From an optimization exercise on the open Yosys and OpenROAD flow, aimed at small area, a short achievable clock period and few clock cycles per item; shortcuts taken in it are not production practice.
At most, simulation tests tie the RTL to the original design; equivalence was not proved.

// conv_top
module conv_top
#(
    parameter int IMG_BITS = 6    
) (
    input  wire               clk,
    input  wire               rst,
    input  wire               ready,
    input  conv_pkg::pix_t         idata,
    input  conv_pkg::pix_t         cdata_rd,
    output logic              busy,
    output logic              cwr,
    output logic              crd,
    output logic [conv_pkg::ADDR_W-1:0] iaddr,
    output logic [conv_pkg::ADDR_W-1:0] caddr_wr,
    output logic [conv_pkg::ADDR_W-1:0] caddr_rd,
    output conv_pkg::pix_t              cdata_wr,
    output logic [2:0]        csel
);
    logic [4:0]  ph;
    logic [5:0]  rb;
    logic [6:0]  rj;
    logic [99:0] s [0:3];
    logic [35:0] nib [0:3];
    logic [19:0] rs [0:3];
    logic [19:0] rc [0:3];
    logic [3:0]  rci;
    logic [4:0]  lph [0:3];
    always_comb begin
        for (int j = 0; j < 4; j++) begin
            for (int t = 0; t < 9; t++)
                nib[j][4*t +: 4] = s[t / 3 + j / 2][20 + 20 * (t % 3) - 4 * (j + 3 - (t / 3 + j / 2)) +: 4];
            for (int d = 0; d < 5; d++)
  ...
Size: ~110 I/O pins, roughly 42000 sq um of cells after synthesis.
clock: 12.5 ns
lec_check: 0
cap_margin: 20
core_margin: 2
core_utilization: 55
cts_cluster_diameter: 100
cts_cluster_size: 20
slew_margin: 20
synth_hierarchical: 1
synth_minimum_keep_size: 0
standard.sh (not shown) runs the stock make flow with config.mk's settings and CLKGATE_MAP_FILE= SYNTH_SCRIPT=/design/flow/synth_recipe.tcl, a recipe that flattens the netlist after the stock synthesis.
==> flow/flow/run.sh <==
#!/bin/bash
# The standard layout (the standard.sh, unchanged synthesis and steps),
# with ORFS's repair_timing asked to reach a setup slack of 8.8 ns.
# The SDC and clock period are the standard flow's own.
set -euo pipefail
bash standard.sh SETUP_SLACK_MARGIN=8.8 finish > standard_run.log 2>&1
The baseline ran to the end with no violations.
Next try:
- CORE_UTILIZATION: 55 -> 65
- CTS_CLUSTER_DIAMETER: 100 -> 200
=> First-iteration DRC count rose by about 10%. Fmax goes up by 0.82%. Non-clock buffer count went up by 7. Utilization came out higher by 10 points. Setup slack is better by 0.030 ns. Die area shrinks by about 15%. Design area decreases by about 0.5%. Clock skew came out higher by 0.0064 ns. Hold slack degrades by 0.0055 ns.
Next try:
- CORE_UTILIZATION: 65 -> 45
Result:
- maximum frequency goes down by about 1.1%
- count of clock-buffer cells in the layout stays the same
- via count barely changes
- utilization drops by 21 points
- global-route usage drops by 9.9 points
- clock skew is higher by 0.022 ns
- area after synthesis stays the same
Next try:
- CORE_UTILIZATION: 45 -> 55
=> The new run ran to the end with no violations; register-to-register slack gets better by 0.04 ns; core utilization increases by 10 points; routed wire length falls slightly; synthesized cell count is unchanged; non-clock buffer count falls by 4; worst setup slack gets better by 0.045 ns; first-iteration DRC count drops by a few percent; via count is lower slightly.
No functional check of the RTL was part of any run of this note.

---

conv_top, a different RTL version from the one above (not shown whole).
Size: roughly 3000 cells after synthesis, roughly 110 I/O pins, about 0.042 mm² of cells after synthesis.
export LEC_CHECK = 0
export CAP_MARGIN = 20
export CORE_MARGIN = 2
export CORE_UTILIZATION = 55
export CTS_CLUSTER_DIAMETER = 200
export CTS_CLUSTER_SIZE = 20
export SLEW_MARGIN = 20
export SYNTH_HIERARCHICAL = 1
export SYNTH_MINIMUM_KEEP_SIZE = 0
create_clock -name core_clock -period 12.5 [get_ports {clk}]
==> flow/flow/run.sh <==
#!/bin/bash
# The standard layout (the standard.sh, unchanged synthesis and steps),
# with ORFS's repair_timing asked to reach a setup slack of 8.7 ns.
# The SDC and clock period are the standard flow's own.
set -euo pipefail
bash standard.sh SETUP_SLACK_MARGIN=8.7 finish > standard_run.log 2>&1
==> next run, changes <==
==> flow/flow/run.sh (replaced) <==
#!/bin/bash
# The standard layout (the standard.sh, unchanged synthesis and steps),
# with ORFS's repair_timing asked to reach a setup slack of 8.8 ns.
# The SDC and clock period are the standard flow's own.
set -euo pipefail
bash standard.sh SETUP_SLACK_MARGIN=8.8 finish > standard_run.log 2>&1
What happened: The changed run passed the timing, design-rule and antenna checks. Clock skew drops by 0.0099 ns. Synthesized area does not change. Worst setup slack got worse by 0.016 ns. First-iteration DRC count climbs by 0.60%. Die area is unchanged. Maximum frequency drops by about 0.4%. Core utilization climbs by 1.1 points. Cell area climbs by about 1.8%.
No run of this note included a check of the RTL's function; only the layout flow was run.

---

== the baseline ==
Another version of the RTL of conv_top (not shown whole).
Size in the first run: about 3,500 cells after synthesis, about 680 flip-flops, ~110 I/O pins, ~0.046 mm2 of cells after synthesis.
make LEC_CHECK=0 CAP_MARGIN=20 CORE_MARGIN=2 CORE_UTILIZATION=55 CTS_CLUSTER_DIAMETER=50 CTS_CLUSTER_SIZE=10 SLEW_MARGIN=20 SYNTH_HIERARCHICAL=1 SYNTH_MINIMUM_KEEP_SIZE=0 finish   # period 12.5 ns
run.sh (not shown) runs the stock make flow with config.mk's settings and CLKGATE_MAP_FILE= SYNTH_SCRIPT=/design/flow/synth_recipe.tcl, a recipe that flattens the netlist after the stock synthesis.
Stock flow here: none of the scripts above is used.
Testbench counts of the baseline, summed over its fixed seeds: cycles 123,108, images 12.
Here is what was changed in the inputs of the candidate compared with the baseline.
--- a/flow/config.mk
+++ b/flow/config.mk
@@ -6,4 +6,5 @@
 export NUM_CORES = 4
 export LEC_CHECK = 0
+export ABC_CLOCK_PERIOD_IN_PS = 3000
 export CAP_MARGIN = 20
 export CORE_MARGIN = 2
### Flow results
- The candidate vs. the baseline: final-report max-slew violation count about even; wire length reported by the detailed router about even; synthesis-to-layout area growth about even; sequential share of layout area about even.
- Diff the baseline..the candidate | global routing usage on met3 | unchanged
- From the baseline to the candidate, worst hold slack after final layout did not move at all.
- From the candidate to the baseline, top-level I/O count did not move at all.

---

Another version of the RTL of conv_top (not shown whole).
Size in the first run: roughly 46000 um^2 of cells after synthesis.
==> flow/design.v (excerpt) <==
module conv_top
#(
    parameter int IMG_BITS = 6    
) (
    input  wire               clk,
    input  wire               rst,
    input  wire               ready,
    input  conv_pkg::pix_t         idata,
    input  conv_pkg::pix_t         cdata_rd,
    output logic              busy,
    output logic              cwr,
    output logic              crd,
    output logic [conv_pkg::ADDR_W-1:0] iaddr,
    output logic [conv_pkg::ADDR_W-1:0] caddr_wr,
    output logic [conv_pkg::ADDR_W-1:0] caddr_rd,
    output conv_pkg::pix_t              cdata_wr,
    output logic [2:0]        csel
);
    logic [4:0]  ph;
    logic [5:0]  rb;
    logic [6:0]  rj;
    logic        pool_upd, pool_kern, pool_first;
    logic [19:0] rq;
    logic [47:0] nb;
    logic [35:0] nib_top;
    logic [35:0] nib_bot;
    logic [19:0] r0, r1, r2, r3;
    logic [19:0] m0, m1;
    layer_ctrl u_layer_ctrl (
        .clk      (clk),
        .rst      (rst),
        .ready    (ready),
        .r0       (r0),
        .r1       (r1),
        .r2       (r2),
        .r3       (r3),
        .m0       (m0),
        .m1       (m1),
        .ph       (ph),
        .rb       (rb),
        .rj       (rj),
        .pool_upd   (pool_upd),
        .pool_kern  (pool_kern),
  ...
Settings: LEC_CHECK=0, CAP_MARGIN=20, CORE_MARGIN=2, CORE_UTILIZATION=55, CTS_CLUSTER_DIAMETER=300, CTS_CLUSTER_SIZE=20, SLEW_MARGIN=20, SYNTH_HIERARCHICAL=1, SYNTH_MINIMUM_KEEP_SIZE=0; clock period 12.5 ns.
standard.sh (not shown) runs the stock make flow with config.mk's settings and CLKGATE_MAP_FILE= SYNTH_SCRIPT=/design/flow/synth_recipe.tcl, a recipe that flattens the netlist after the stock synthesis.
==> flow/flow/run.sh <==
#!/bin/bash
# The standard layout (the standard.sh, unchanged synthesis and steps),
# with ORFS's repair_timing asked to reach a setup slack of 8.7 ns.
# The SDC and clock period are the standard flow's own.
set -euo pipefail
bash standard.sh SETUP_SLACK_MARGIN=8.7 finish > standard_run.log 2>&1
Testbench counts at the start, summed over its fixed seeds: cycles 125,028, images 12.
Edit:
==> flow/flow/run.sh (replaced) <==
#!/bin/bash
# The standard layout (the standard.sh, unchanged synthesis and steps),
# with ORFS's repair_timing asked to reach a setup slack of 8.6 ns.
# The SDC and clock period are the standard flow's own.
set -euo pipefail
bash standard.sh SETUP_SLACK_MARGIN=8.6 finish > standard_run.log 2>&1
--- a/flow/config.mk
+++ b/flow/config.mk
@@ -11,2 +11,2 @@
-export CTS_CLUSTER_DIAMETER = 300
-export CTS_CLUSTER_SIZE = 20
+export CTS_CLUSTER_DIAMETER = 100
+export CTS_CLUSTER_SIZE = 30
Result: Global-route usage shrinks by 1.5 points. Via count shrinks by 2.3%. Setup slack gets worse by 0.079 ns. Area after synthesis stays the same. Hold slack gets better by 0.018 ns. Die area is unchanged. Count of clock-buffer cells in the layout shrinks by 17. Core utilization shrinks by 1.1 points.

## afterwards: timing with drivers on the ports
The flow's constraints put no driver on any port. The routed layouts listed below were extracted and timed again, unchanged, in two steps.
Step 1 assumes that a clkbuf_16 drives the clock port and a buf_2 every other input.
Step 2 also shifts input and output timing later by t, the mid clock arrival at the registers, as if the neighbouring blocks saw the same clock.
Three values: ideal, step 1, step 2; two values: the first two.
run | t, ns | slack for setup (ns) | latest minus earliest clock arrival (ns) | slew at the worst register clock pin (ns) | pins driven straight from the clock port
the first run of note 1 | 0.694 | 8.811 / 8.773 / 8.811 | 0.034 / 0.034 | 0.09 / 0.09 | 1
the second run of note 1 | 0.665 | 8.841 / 8.778 / 8.846 | 0.039 / 0.039 | 0.10 / 0.10 | 1
the third run of note 1 | 0.673 | 8.801 / 8.772 / 8.801 | 0.063 / 0.064 | 0.10 / 0.10 | 1
the fourth run of note 1 | 0.676 | 8.846 / 8.783 / 8.846 | 0.036 / 0.035 | 0.10 / 0.10 | 1
the first run of note 2 | 0.675 | 8.577 / 8.577 / 8.577 | 0.040 / 0.040 | 0.10 / 0.10 | 1
the second run of note 2 | 0.682 | 8.561 / 8.561 / 8.561 | 0.028 / 0.028 | 0.11 / 0.11 | 1
the baseline | 0.720 | 7.220 / 7.220 / 7.220 | 0.060 / 0.060 | 0.06 / 0.06 | 1
the candidate | 0.720 | 7.220 / 7.220 / 7.220 | 0.060 / 0.060 | 0.06 / 0.06 | 1
the first run of note 4 | 0.679 | 8.726 / 8.695 / 8.726 | 0.034 / 0.034 | 0.10 / 0.10 | 1
the second run of note 4 | 0.666 | 8.647 / 8.647 / 8.647 | 0.049 / 0.049 | 0.12 / 0.12 | 1
After both steps every run listed still meets setup and hold.
